What follows belongs to an exercise in optimizing a design on an open flow for small area and few clock cycles per item; a production flow would make more cautious choices.
In this exercise RTL edits were held to simulation tests only and were not proved equivalent to the original.

## flow/config.mk

```make
export PLATFORM = sky130hd
export DESIGN_NAME = fp_mult_pipe
export DESIGN_NICKNAME = fp_mult_pipe
export VERILOG_FILES = /design/flow/design.v
export SDC_FILE = /design/flow/constraint.sdc
export NUM_CORES = 4
export LEC_CHECK = 0
export CAP_MARGIN = 20
export CORE_MARGIN = 2
export CORE_UTILIZATION = 40
export SLEW_MARGIN = 20
```

## flow/constraint.sdc

```tcl
create_clock -name core_clock -period 7.5 [get_ports {clk}]
set_input_delay 1.5000 -clock core_clock [delete_from_list [all_inputs] [get_ports {clk}]]
set_output_delay 1.5000 -clock core_clock [all_outputs]
set_load 0.01 [all_outputs]
```

## flow/run.sh

```bash
#!/bin/bash
# synth_recipe.tcl (not shown) runs the flow's synth.tcl, then flattens the netlist and writes it again
# the make line also repeats each setting of config.mk as NAME=value (left out here)
make -C /OpenROAD-flow-scripts/flow DESIGN_CONFIG=/design/flow/config.mk WORK_HOME=/design/flow/orfs CLKGATE_MAP_FILE= SYNTH_SCRIPT=/design/flow/synth_recipe.tcl finish
```

## flow/design.v

```verilog
module fp_mult_pipe #(
   parameter int EXP_W = 8,
   parameter int MAN_W = 23
) (
   input  logic                 clk,
   input  logic                 rst_n,
   input  logic                 in_valid,
   output logic                 in_ready,
   input  logic [EXP_W+MAN_W:0] x,
   input  logic [EXP_W+MAN_W:0] y,
   output logic                 out_valid,
   input  logic                 out_ready,
   output logic [EXP_W+MAN_W:0] result
   ,
   output logic [3:0]           flags
);
   localparam int W  = 1 + EXP_W + MAN_W;
   localparam int SW = MAN_W + 1;
   localparam int PW = 2 * SW;
   localparam int XW = EXP_W + 2;
   localparam logic [XW-1:0] BIAS = XW'(2**(EXP_W-1) - 1);
   localparam logic [XW-1:0] EMAX = XW'(2**EXP_W - 1);
   localparam logic [EXP_W-1:0] EONES = '1;
   localparam logic [W-1:0] QNAN = {1'b0, EONES, 1'b1, {(MAN_W-1){1'b0}}};
   logic stall;
   logic s1_v_q, s2_v_q, s3_v_q;
   assign stall     = s3_v_q & ~out_ready;
   assign in_ready  = ~stall;
   assign out_valid = s3_v_q;
   logic             sx, sy;
   logic [EXP_W-1:0] ex, ey;
   logic [MAN_W-1:0] mx, my;
   logic             zx, zy, infx, infy, nanx, nany;
   assign {sx, ex, mx} = x;
   assign {sy, ey, my} = y;
   assign zx   = (ex == '0);
   assign zy   = (ey == '0);
   assign infx = (ex == EONES) & (mx == '0);
   assign infy = (ey == EONES) & (my == '0);
   assign nanx = (ex == EONES) & (mx != '0);
   assign nany = (ey == EONES) & (my != '0);
   logic          s1_s_d;
   logic [XW-1:0] s1_e_d;
   logic          s1_sp_d;
   logic [W-1:0]  s1_spr_d;
   logic [3:0]    s1_spf_d;
   assign s1_s_d = sx ^ sy;
   assign s1_e_d = {2'b00, ex} + {2'b00, ey} - BIAS;
   always_comb begin
      s1_sp_d  = 1'b1;
      s1_spr_d = '0;
      s1_spf_d = '0;
      if (nanx | nany) begin
         s1_spr_d = QNAN;
         s1_spf_d = {(nanx & ~mx[MAN_W-1]) | (nany & ~my[MAN_W-1]), 3'b000};
      end else if ((infx & zy) | (zx & infy)) begin
         s1_spr_d = QNAN;
         s1_spf_d = 4'b1000;
      end else if (infx | infy) begin
         s1_spr_d = {s1_s_d, EONES, {MAN_W{1'b0}}};
      end else if (zx | zy) begin
         s1_spr_d = {s1_s_d, {(W-1){1'b0}}};
      end else begin
         s1_sp_d = 1'b0;
      end
   end
   logic          s1_s_q;
   logic [XW-1:0] s1_e_q;
   logic [SW-1:0] s1_ma_q, s1_mb_q;
   logic          s1_sp_q;
   logic [W-1:0]  s1_spr_q;
   logic [3:0]    s1_spf_q;
   always_ff @(posedge clk or negedge rst_n) begin
      if (!rst_n) begin
         s1_v_q   <= 1'b0;
         s1_s_q   <= 1'b0;
         s1_e_q   <= '0;
         s1_ma_q  <= '0;
         s1_mb_q  <= '0;
         s1_sp_q  <= 1'b0;
         s1_spr_q <= '0;
         s1_spf_q <= '0;
      end else if (!stall) begin
         s1_v_q   <= in_valid;
         s1_s_q   <= s1_s_d;
         s1_e_q   <= s1_e_d;
         s1_ma_q  <= {1'b1, mx};
         s1_mb_q  <= {1'b1, my};
         s1_sp_q  <= s1_sp_d;
         s1_spr_q <= s1_spr_d;
         s1_spf_q <= s1_spf_d;
      end
   end
   logic [PW-1:0] s2_p_d;
   assign s2_p_d = {{SW{1'b0}}, s1_ma_q} * {{SW{1'b0}}, s1_mb_q};
   logic          s2_s_q;
   logic [XW-1:0] s2_e_q;
   logic [PW-1:0] s2_p_q;
   logic          s2_sp_q;
   logic [W-1:0]  s2_spr_q;
   logic [3:0]    s2_spf_q;
   always_ff @(posedge clk or negedge rst_n) begin
      if (!rst_n) begin
         s2_v_q   <= 1'b0;
         s2_s_q   <= 1'b0;
         s2_e_q   <= '0;
         s2_p_q   <= '0;
         s2_sp_q  <= 1'b0;
         s2_spr_q <= '0;
         s2_spf_q <= '0;
      end else if (!stall) begin
         s2_v_q   <= s1_v_q;
         s2_s_q   <= s1_s_q;
         s2_e_q   <= s1_e_q;
         s2_p_q   <= s2_p_d;
         s2_sp_q  <= s1_sp_q;
         s2_spr_q <= s1_spr_q;
         s2_spf_q <= s1_spf_q;
      end
   end
   logic             msb, grd, stk, rnd, cry, ovf, unf;
   logic [SW-1:0]    man_n;
   logic [SW:0]      man_r;
   logic [MAN_W-1:0] frac;
   logic [XW-1:0]    e_f;
   logic [W-1:0]     s3_r_d;
   assign msb   = s2_p_q[PW-1];
   assign man_n = msb ? s2_p_q[PW-1 -: SW] : s2_p_q[PW-2 -: SW];
   assign grd   = msb ? s2_p_q[MAN_W] : s2_p_q[MAN_W-1];
   assign stk   = msb ? |s2_p_q[MAN_W-1:0] : |s2_p_q[MAN_W-2:0];
   assign rnd   = grd & (stk | man_n[0]);
   assign man_r = {1'b0, man_n} + (SW+1)'(rnd);
   assign cry   = man_r[SW];
   assign frac  = cry ? man_r[MAN_W:1] : man_r[MAN_W-1:0];
   assign e_f   = s2_e_q + XW'(msb) + XW'(cry);
   assign ovf   = ~e_f[XW-1] & (e_f >= EMAX);
   assign unf   = e_f[XW-1] | (e_f == '0);
   always_comb begin
      s3_r_d = {s2_s_q, e_f[EXP_W-1:0], frac};
      if (s2_sp_q)
         s3_r_d = s2_spr_q;
      else if (ovf)
         s3_r_d = {s2_s_q, EONES, {MAN_W{1'b0}}};
      else if (unf)
         s3_r_d = {s2_s_q, {(W-1){1'b0}}};
   end
   logic [3:0] s3_f_d;
   logic [3:0] s3_f_q;
   always_comb begin
      s3_f_d = {3'b000, grd | stk};
      if (s2_sp_q)
         s3_f_d = s2_spf_q;
      else if (ovf)
         s3_f_d = 4'b0101;
      else if (unf)
         s3_f_d = 4'b0011;
   end
   always_ff @(posedge clk or negedge rst_n) begin
      if (!rst_n)
         s3_f_q <= '0;
      else if (!stall)
         s3_f_q <= s3_f_d;
   end
   assign flags = s3_f_q;
   logic [W-1:0] s3_r_q;
   always_ff @(posedge clk or negedge rst_n) begin
      if (!rst_n) begin
         s3_v_q <= 1'b0;
         s3_r_q <= '0;
      end else if (!stall) begin
         s3_v_q <= s2_v_q;
         s3_r_q <= s3_r_d;
      end
   end
   assign result = s3_r_q;
endmodule
```

==> results of run 1 <==
==> layout make-up <==
cell class / instances / area (sq um) / share of cell area
diodes: 1 / 2.50 / 0.0000840
clock buffers: 17 / 425 / 0.0143
clock inverters: 15 / 149 / 0.00500
inverters: 545 / 2050 / 0.0688
multi-input cells: 2188 / 20300 / 0.682
flip-flops and latches: 166 / 4170 / 0.140
well taps: 873 / 1090 / 0.0367
repair buffers: 174 / 1600 / 0.0536
==> how the worst max path moves through the flow <==
| stage | from | endpoint | slack (ns) | depth (start not counted) |
|---|---|---|---|---|
| after global routing | s1_mb_q[1] | s2_p_q[47] | -0.02 | 22 |
| final | s1_mb_q[13] | s2_p_q[40] | 0.35 | 22 |
| after detailed placement | s1_mb_q[3] | s2_p_q[47] | 0.28 | 23 |
| after global placement | s1_mb_q[3] | s2_p_q[47] | 0.32 | 23 |
| after CTS | s1_mb_q[3] | s2_p_q[47] | 0.26 | 23 |
| after floorplan | s1_mb_q[3] | s2_p_q[40] | 0.80 | 27 |
==> metal layers <==
metal / global-route usage / vias to the layer above / wire (microns)
met4: 0.0367 / 6 / 875
met2: 0.337 / 464 / 31900
li1: - / 9397 / -
met1: 0.309 / 10256 / 33600
met5: 0 / - / 43
met3: 0.0412 / 54 / 4280
==> stage by stage <==
stage                     area, sq um  TNS (ns)  hold WS [ns]  instances
after detailed placement        29200         0         0.456       3946
after global routing            29800   -0.0216         0.497       3978
after floorplan                 27200         0         0.430       3070
after global placement          29200         0         0.450       3946
after CTS                       29800         0         0.472       3978
final                           29800         0         0.468       3979
==> cell families (layout without fill, tap and decap cells) <==
| family | after synthesis | in the layout | share of synthesized area |
|---|---|---|---|
| xor gates and xnor gates | 84 | 84 | 0.0271 |
| AOI/OAI and AO/OA | 275 | 275 | 0.0669 |
| other | 0 | 1 | 0 |
| adders and majority gates | 676 | 676 | 0.445 |
| muxes | 22 | 22 | 0.00825 |
| DFF | 166 | 166 | 0.153 |
| buffers and inverters | 716 | 751 | 0.0998 |
| and+or+nand+nor | 1131 | 1131 | 0.200 |
==> worst register-to-register path, stage by stage, from the launching register on <==
cell and delay [ns]:
dfrtp_1 0.68, and2_1 0.34, fa_1 0.50, inv_1 0.05, fa_1 0.47, inv_1 0.05
fa_1 0.50, inv_1 0.05, fa_1 0.58, inv_1 0.08, fa_1 0.46, fa_1 0.55
inv_1 0.07, fa_1 0.48, inv_1 0.04, ha_1 0.40, a21o_1 0.20, a31oi_1 0.07
or4b_1 0.57, o31ai_1 0.38, o221ai_1 0.24, mux2i_1 0.19, o211a_1 0.16
==> cell usage after synthesis (4+ instances only) <==
cell,count
mux2i_1,19
o21a_1,9
a21boi_0,6
clkbuf_1,151
a211oi_1,7
a31oi_1,9
nor4_1,23
o211ai_1,5
a21oi_1,97
o22ai_1,5
nor2b_1,5
fa_1,484
xnor2_1,49
o31ai_1,7
ha_1,192
nor3_1,14
o21ai_0,34
buf_1,7
and4_1,4
buf_2,11
and3_1,12
nand2_1,591
a221o_1,6
or4_1,4
xor2_1,35
nand2b_1,9
nor3b_1,5
a22oi_1,5
nor2_1,78
dfrtp_1,166
or3_1,5
nand4_1,31
and2_1,299
inv_1,545
nand3_1,34
a22o_1,14
nor3_2,4
a21o_1,27
o21bai_1,16
==> flip-flops by register name, summed over array words and instances (netlist names), 4 cells and up <==
signal   count
s3_f_q       4
s1_e_q      10
s1_ma_q     23
s2_e_q      10
s1_mb_q     24
s2_p_q      48
s3_r_q      32
==> flow_summary.json, run 1 <==
{
  "status": "no timing/DRC/antenna violations",
  "cts_root_buf": "clkbuf_16",
  "maxClockFrequency_ghz": 0.140,
  "fin_skew_ns": 0.0163,
  "cts_resized": 0,
  "ys_seq_area_frac": 0.153,
  "cts_buffer_depth": 2,
  "postSynth.asyncResetShare": 1.00,
  "synthCells": 3070,
  "rr_startpoint": "s1_mb_q[13]",
  "final_util": 0.443,
  "max_stage_delay_ns": 0.68,
  "synth_area_leaders": "fa_1 36%, dfrtp_1 15%, ha_1 8.8%, nand2_1 8.2%, inv_1 7.5%",
  "avgRoutedWirePerCell_microns": 17.8,
  "r2r_slack_ns": 0.35,
  "gp_congestion": 0.865,
  "track_usage": 0.213,
  "worstMarginPinSlew_ns": 0.968,
  "final_cell_mix": "591 x nand2_1, 544 x inv_1, 484 x fa_1, 299 x and2_1, 192 x ha_1",
  "rows": 95,
  "grt_max_degree": 87,
  "crit_slowest_cell": "dfrtp_1",
  "synthFlopType": "dfrtp_1",
  "ys.warnings.count": 1,
  "period_minus_slack_ns": 7.15,
  "hold_class": "reg -> reg",
  "cts_made_buffers": 17,
  "tritoncts": "built",
  "synth_area_sq_um": 27200,
  "place_ws_ns": 0.279,
  "num-fill-cells": 6550,
  "cts-htree-levels": 4,
  "worstHoldStart": "s1_v_q",
  "yosysTopAreaCellShare": 0.357,
  "area_growth_syn_to_layout_pct": 9.67,
  "required_ns": 7.90,
  "antenna_found_initial": 4,
  "synth-edff-count": 0,
  "rsz0062_at_grt": "yes",
  "fp.dieW_microns": 265,
  "min_path_cells": 2,
  "setup_slack_ns": 0.349,
  "drive_gt1_frac": 0.0435,
  "worst-path-max-fanout": 25,
  "avgSynthCellArea_sq_um": 8.85,
  "overflow": 0,
  "initial_utilization": 0.404,
  "drtAntennaViolNets": 0,
  "cap_violations": 0,
  "ys_ff_latch": 166,
  "cp_common_cell": "fa_1",
  "drt-vias-per-instance": 5.07,
  "grt_pass1_vias": 21632,
  "setup_viol": 0,
  "grt_first_pass_wirelength_microns": 119000,
  "path_cells": "and2_1, fa_1, inv_1, fa_1, inv_1, fa_1, inv_1, fa_1, inv_1, fa_1, fa_1, inv_1, fa_1, inv_1, ha_1, a21o_1, a31oi_1, or4b_1, o31ai_1, o221ai_1, mux2i_1, o211a_1",
  "synth_top_area_cell": "fa_1",
  "drc": 0,
  "pin_count": 106,
  "synth_cell_type_count": 72,
  "startpoint_type": "flip-flop",
  "vias": 20177,
  "wl_microns": 70700,
  "finalHoldViolCount": 0,
  "syn-num-nets": 3814,
  "hold_end": "s1_v_q",
  "dp_hpwl_microns": 58300,
  "holdBufCountCts": 0,
  "end_kind": "flip-flop",
  "portBuffers": 105,
  "path_buf_inv": 6,
  "slew_viol_final": 0,
  "core_sq_um": 67200,
  "path_clk_slew_ns": 0.08,
  "arrival_ns": 7.56,
  "nets": 3836,
  "die_area_sq_um": 70000,
  "cts.sinks": 166,
  "r2r_end": "s2_p_q[40]",
  "reg2regPathDepth": 22,
  "period_share": 0.953,
  "drt_iter0_drc": 1312,
  "mostFrequentLayoutCell": "nand2_1",
  "insertion_delay_ns": 0.46,
  "worstSetupPathType": "reg -> reg",
  "die_height_microns": 265,
  "path_delay_family": "adder cells",
  "max_slew_margin": 0.355,
  "post-cts-setup-buffers": 0,
  "firstDrtPassIters": 7
}
Testbench counts, summed over its fixed seeds: cycles 16,024, items 16,000.
==> run 2, diff against run 1 <==
==> flow/design.v (replaced) <==
module fp_mult_pipe #(
   parameter int EXP_W = 8,
   parameter int MAN_W = 23
) (
   input  logic                 clk,
   input  logic                 rst_n,
   input  logic                 in_valid,
   output logic                 in_ready,
   input  logic [EXP_W+MAN_W:0] x,
   input  logic [EXP_W+MAN_W:0] y,
   output logic                 out_valid,
   input  logic                 out_ready,
   output logic [EXP_W+MAN_W:0] result
   ,
   output logic [3:0]           flags
);
   localparam int W  = 1 + EXP_W + MAN_W;
   localparam int SW = MAN_W + 1;
   localparam int PW = 2 * SW;
   localparam int XW = EXP_W + 2;
   localparam logic [XW-1:0] BIAS = XW'(2**(EXP_W-1) - 1);
   localparam logic [XW-1:0] EMAX = XW'(2**EXP_W - 1);
   localparam logic [EXP_W-1:0] EONES = '1;
   localparam logic [W-1:0] QNAN = {1'b0, EONES, 1'b1, {(MAN_W-1){1'b0}}};
   logic v_q;
   logic load;
   assign load      = ~v_q | out_ready;
   assign in_ready  = load;
   assign out_valid = v_q;
   logic             sx, sy;
   logic [EXP_W-1:0] ex, ey;
   logic [MAN_W-1:0] mx, my;
   logic             zx, zy, infx, infy, nanx, nany;
   assign {sx, ex, mx} = x;
   assign {sy, ey, my} = y;
   assign zx   = (ex == '0);
   assign zy   = (ey == '0);
   assign infx = (ex == EONES) & (mx == '0);
   assign infy = (ey == EONES) & (my == '0);
   assign nanx = (ex == EONES) & (mx != '0);
   assign nany = (ey == EONES) & (my != '0);
   logic [PW-1:0] p;
   assign p = {{SW{1'b0}}, 1'b1, mx} * {{SW{1'b0}}, 1'b1, my};
   logic [1:0] sc_d;
   logic       inv_d;
   always_comb begin
      inv_d = 1'b0;
      if (nanx | nany) begin
         sc_d  = 2'b11;
         inv_d = (nanx & ~mx[MAN_W-1]) | (nany & ~my[MAN_W-1]);
      end else if ((infx & zy) | (zx & infy)) begin
         sc_d  = 2'b11;
         inv_d = 1'b1;
      end else if (infx | infy) begin
         sc_d  = 2'b10;
      end else if (zx | zy) begin
         sc_d  = 2'b01;
      end else begin
         sc_d  = 2'b00;
      end
   end
   logic          s_q;
   logic [XW-1:0] e_q;
   logic [SW+1:0] ph_q;    
   logic          st_q;    
   logic [1:0]    sc_q;
   logic          inv_q;
   always_ff @(posedge clk or negedge rst_n) begin
      if (!rst_n)
         v_q <= 1'b0;
      else if (load)
         v_q <= in_valid;
   end
   always_ff @(posedge clk) begin
      if (load) begin
         s_q   <= sx ^ sy;
         e_q   <= {2'b00, ex} + {2'b00, ey} - BIAS;
         ph_q  <= p[PW-1:MAN_W-1];
         st_q  <= |p[MAN_W-2:0];
         sc_q  <= sc_d;
         inv_q <= inv_d;
      end
   end
   logic             msb, grd, stk, rnd, cry, ovf, unf;
   logic [SW-1:0]    man_n;
   logic [SW:0]      man_r;
   logic [MAN_W-1:0] frac;
   logic [XW-1:0]    e_f;
   assign msb   = ph_q[SW+1];
   assign man_n = msb ? ph_q[SW+1:2] : ph_q[SW:1];
   assign grd   = msb ? ph_q[1] : ph_q[0];
   assign stk   = msb ? (ph_q[0] | st_q) : st_q;
   assign rnd   = grd & (stk | man_n[0]);
   assign man_r = {1'b0, man_n} + (SW+1)'(rnd);
   assign cry   = man_r[SW];
   assign frac  = cry ? man_r[MAN_W:1] : man_r[MAN_W-1:0];
   assign e_f   = e_q + XW'(msb) + XW'(cry);
   assign ovf   = ~e_f[XW-1] & (e_f >= EMAX);
   assign unf   = e_f[XW-1] | (e_f == '0);
   logic [W-1:0] r_d;
   logic [3:0]   f_d;
   always_comb begin
      r_d = {s_q, e_f[EXP_W-1:0], frac};
      f_d = {3'b000, grd | stk};
      case (sc_q)
         2'b11: begin
            r_d = QNAN;
            f_d = {inv_q, 3'b000};
         end
         2'b10: begin
            r_d = {s_q, EONES, {MAN_W{1'b0}}};
            f_d = 4'b0000;
         end
         2'b01: begin
            r_d = {s_q, {(W-1){1'b0}}};
            f_d = 4'b0000;
         end
         default: begin
            if (ovf) begin
               r_d = {s_q, EONES, {MAN_W{1'b0}}};
               f_d = 4'b0101;
            end else if (unf) begin
               r_d = {s_q, {(W-1){1'b0}}};
               f_d = 4'b0011;
            end
         end
      endcase
   end
   assign result = r_d;
   assign flags  = f_d;
endmodule
==> flow_summary.json, run 2 <==
{
  "period_share": 1.02,
  "finalHoldViolCount": 0,
  "synth_cell_type_count": 75,
  "antenna_found_initial": 2,
  "worstSetupPathType": "in -> reg",
  "postSynth.asyncResetShare": 0.0238,
  "met3_usage": 0.0330,
  "synthFlopType": "edfxtp_1",
  "rows": 86,
  "fp.dieW_microns": 240,
  "final_cell_mix": "556 x inv_1, 431 x fa_1, 298 x buf_4, 279 x nand2_1, 201 x and2_1",
  "r2r_slack_ns": 6.20,
  "synth-edff-count": 41,
  "startpoint_type": "primary input",
  "top_usage_layer": "met2",
  "cp_common_cell": "fa_1",
  "use_met2": 0.412,
  "period_minus_slack_ns": 7.66,
  "nets": 3671,
  "reg_top3": "ph_q (26), e_q (10), sc_q (2)",
  "path_clk_slew_ns": 0.07,
  "setup_viol": 17,
  "slew_viol_final": 0,
  "pin_count": 106,
  "setup_slack_ns": -0.161,
  "hold_class": "reg -> reg",
  "arrival_ns": 7.69,
  "grt_pass1_vias": 19593,
  "synth_top_area_cell": "fa_1",
  "cts_root_buf": "clkbuf_16",
  "maxClockFrequency_ghz": 0.131,
  "synth_area_leaders": "fa_1 44%, ha_1 11%, inv_1 10%, and2_1 6.9%, edfxtp_1 5.5%",
  "avgRoutedWirePerCell_microns": 20.0,
  "status": "finished with violations",
  "required_ns": 7.53,
  "insertion_delay_ns": 0.29,
  "yosysMostFrequentCell": "inv_1",
  "ys_seq_area_frac": 0.0565,
  "largest_reg_flops": 26,
  "firstDrtPassIters": 5,
  "ys_ff_latch": 42,
  "tritoncts": "built",
  "mostFrequentLayoutCell": "inv_1",
  "dp_hpwl_microns": 57100,
  "die_height_microns": 240,
  "grt_max_degree": 50,
  "initial_utilization": 0.404,
  "portBuffers": 105,
  "cts-htree-levels": 2,
  "cts.sinks": 42,
  "core_sq_um": 55000,
  "max_slew_margin": 0.603,
  "end_kind": "flip-flop",
  "vias": 18646,
  "avgSynthCellArea_sq_um": 8.85,
  "gp_congestion": 0.949,
  "die_area_sq_um": 57500,
  "placed_area_sq_um": 26400,
  "fin_area_sq_um": 29300,
  "top_register": "ph_q",
  "place_inst": 3538,
  "syn-num-nets": 3255,
  "worst-path-max-fanout": 5,
  "yosysTopAreaCellShare": 0.436,
  "path_delay_family": "adder cells",
  "drt-vias-per-instance": 5.07,
  "worstMarginPinSlew_ns": 0.592,
  "area_growth_syn_to_layout_pct": 31.9,
  "fin_skew_ns": 0.00769,
  "drt_iter0_drc": 1212,
  "ys.warnings.count": 1,
  "holdBufCountCts": 0,
  "drtAntennaViolNets": 0,
  "cts_buffer_depth": 2,
  "fin_cells": 3679,
  "overflow": 0,
  "synthCells": 2513,
  "max_stage_delay_ns": 0.54,
  "rsz0062_at_grt": "yes",
  "path_buf_inv": 10,
  "cap_violations": 0,
  "drive_gt1_frac": 0.254,
  "synth_area_sq_um": 22200,
  "track_usage": 0.256,
  "wl_microns": 73600,
  "yosys-top-cells-count": "604 x inv_1, 484 x fa_1, 295 x nand2_1, 244 x and2_1, 190 x ha_1",
  "grt_first_pass_wirelength_microns": 112000,
  "cts_made_buffers": 5,
  "so.violations": "negative setup slack",
  "use_met1": 0.352,
  "crit_slowest_cell": "fa_1",
  "drc": 0
}
## run 2: cell count changes after synthesis, sizes merged, moves of 45 or more
cell    before  now
a21oi       97   52
and2       299  245
clkbuf     152  107
dfrtp      166    1
inv        545  605
nand2      591  296
## run 2: worst register-to-register path: cells and delay by family (launching register included)
family / cells / cell delay (ns)
buffers and inverters: 1 / 0.43
DFF: 1 / 0.39
and+or+nand+nor: 1 / 0.07
## run 2: logic make-up after synthesis
| family | synth area share |
|---|---|
| compound gates | 0.0676 |
| xor+xnor | 0.0339 |
| flops | 0.0565 |
| fa+ha+maj | 0.543 |
| buf+inv | 0.123 |
| simple gates | 0.170 |
| mux | 0.00664 |
## run 2: final timing paths
| check | end | cells after the start | from |
|---|---|---|---|
| min reg2reg | v_q | 3 | v_q |
| max | ph_q[19] | 27 | x[12] |
| min | v_q | 3 | v_q |
| min in group asynchronous | v_q | 1 | rst_n |
| max reg2reg | e_q[6] | 2 | v_q |
| max in group asynchronous | v_q | 1 | rst_n |
## run 2: metal layers
| layer | share of wire | vias up |
|---|---|---|
| met5 | 0.00014 | - |
| met4 | 0.048 | 2 |
| met3 | 0.078 | 136 |
| met2 | 0.45 | 752 |
| met1 | 0.42 | 9343 |
| li1 | - | 8413 |
## run 2: what timing repair did
action	CTS	global route
pin swaps	152	163
gates resized for setup	354	237
gates cloned	15	2
setup endpoints to repair	27	37
buffers inserted	72	57
## run 2: cell type report
type                            count  area, sq um
Fill cell                        4914        25600
Multi-Input combinational cell   1747        19400
Timing Repair Buffer              524         5270
Inverter                          609         2310
Sequential cell                    42         1260
Tap cell                          748          936
Clock buffer                        5          125
Clock inverter                      3         26.3
Antenna cell                        1         2.50
## run 2: through the flow
stage               hold WS [ns]  setup TNS, ns   util  worst slack (ns)
finish                     0.866          -1.15  0.534            -0.161
global route               0.953          -4.78  0.533            -0.366
CTS                        0.900          -2.38  0.517            -0.191
detailed placement         0.881         -23.32  0.481             -1.10
global placement           0.855         -21.29  0.481            -0.980
floorplan                   1.20         -0.159      -           -0.0853
Testbench counts of run 2, summed over its fixed seeds: cycles 16,008, items 16,000.

==> what the ideal ports hide <==
The results above use ideal ports. As a check the final layouts listed here were re-extracted and re-timed, cells and wires unchanged.
Step 1: set_driving_cell puts a clkbuf_16 on clk and a buf_2 on each other input, an assumption about the parent block.
Step 2 also shifts input and output timing later by t, the mid clock arrival at the registers, as if the neighbouring blocks saw the same clock.
Slacks: ideal / step 1 / step 2; pairs: ideal / step 1.
| run | t, ns | setup slack, ns | worst setup path after step 2 | clock arrival spread, ns |
|---|---|---|---|---|
| run 1 | 0.512 | 0.349 / 0.349 / 0.349 | register to register | 0.018 / 0.018 |
| run 2 | 0.325 | -0.161 / -0.228 / -0.553 | input to register | 0.009 / 0.008 |
The setup slack of run 2, which loses most, moves by -0.067 ns with the drivers and by -0.392 ns with both steps.
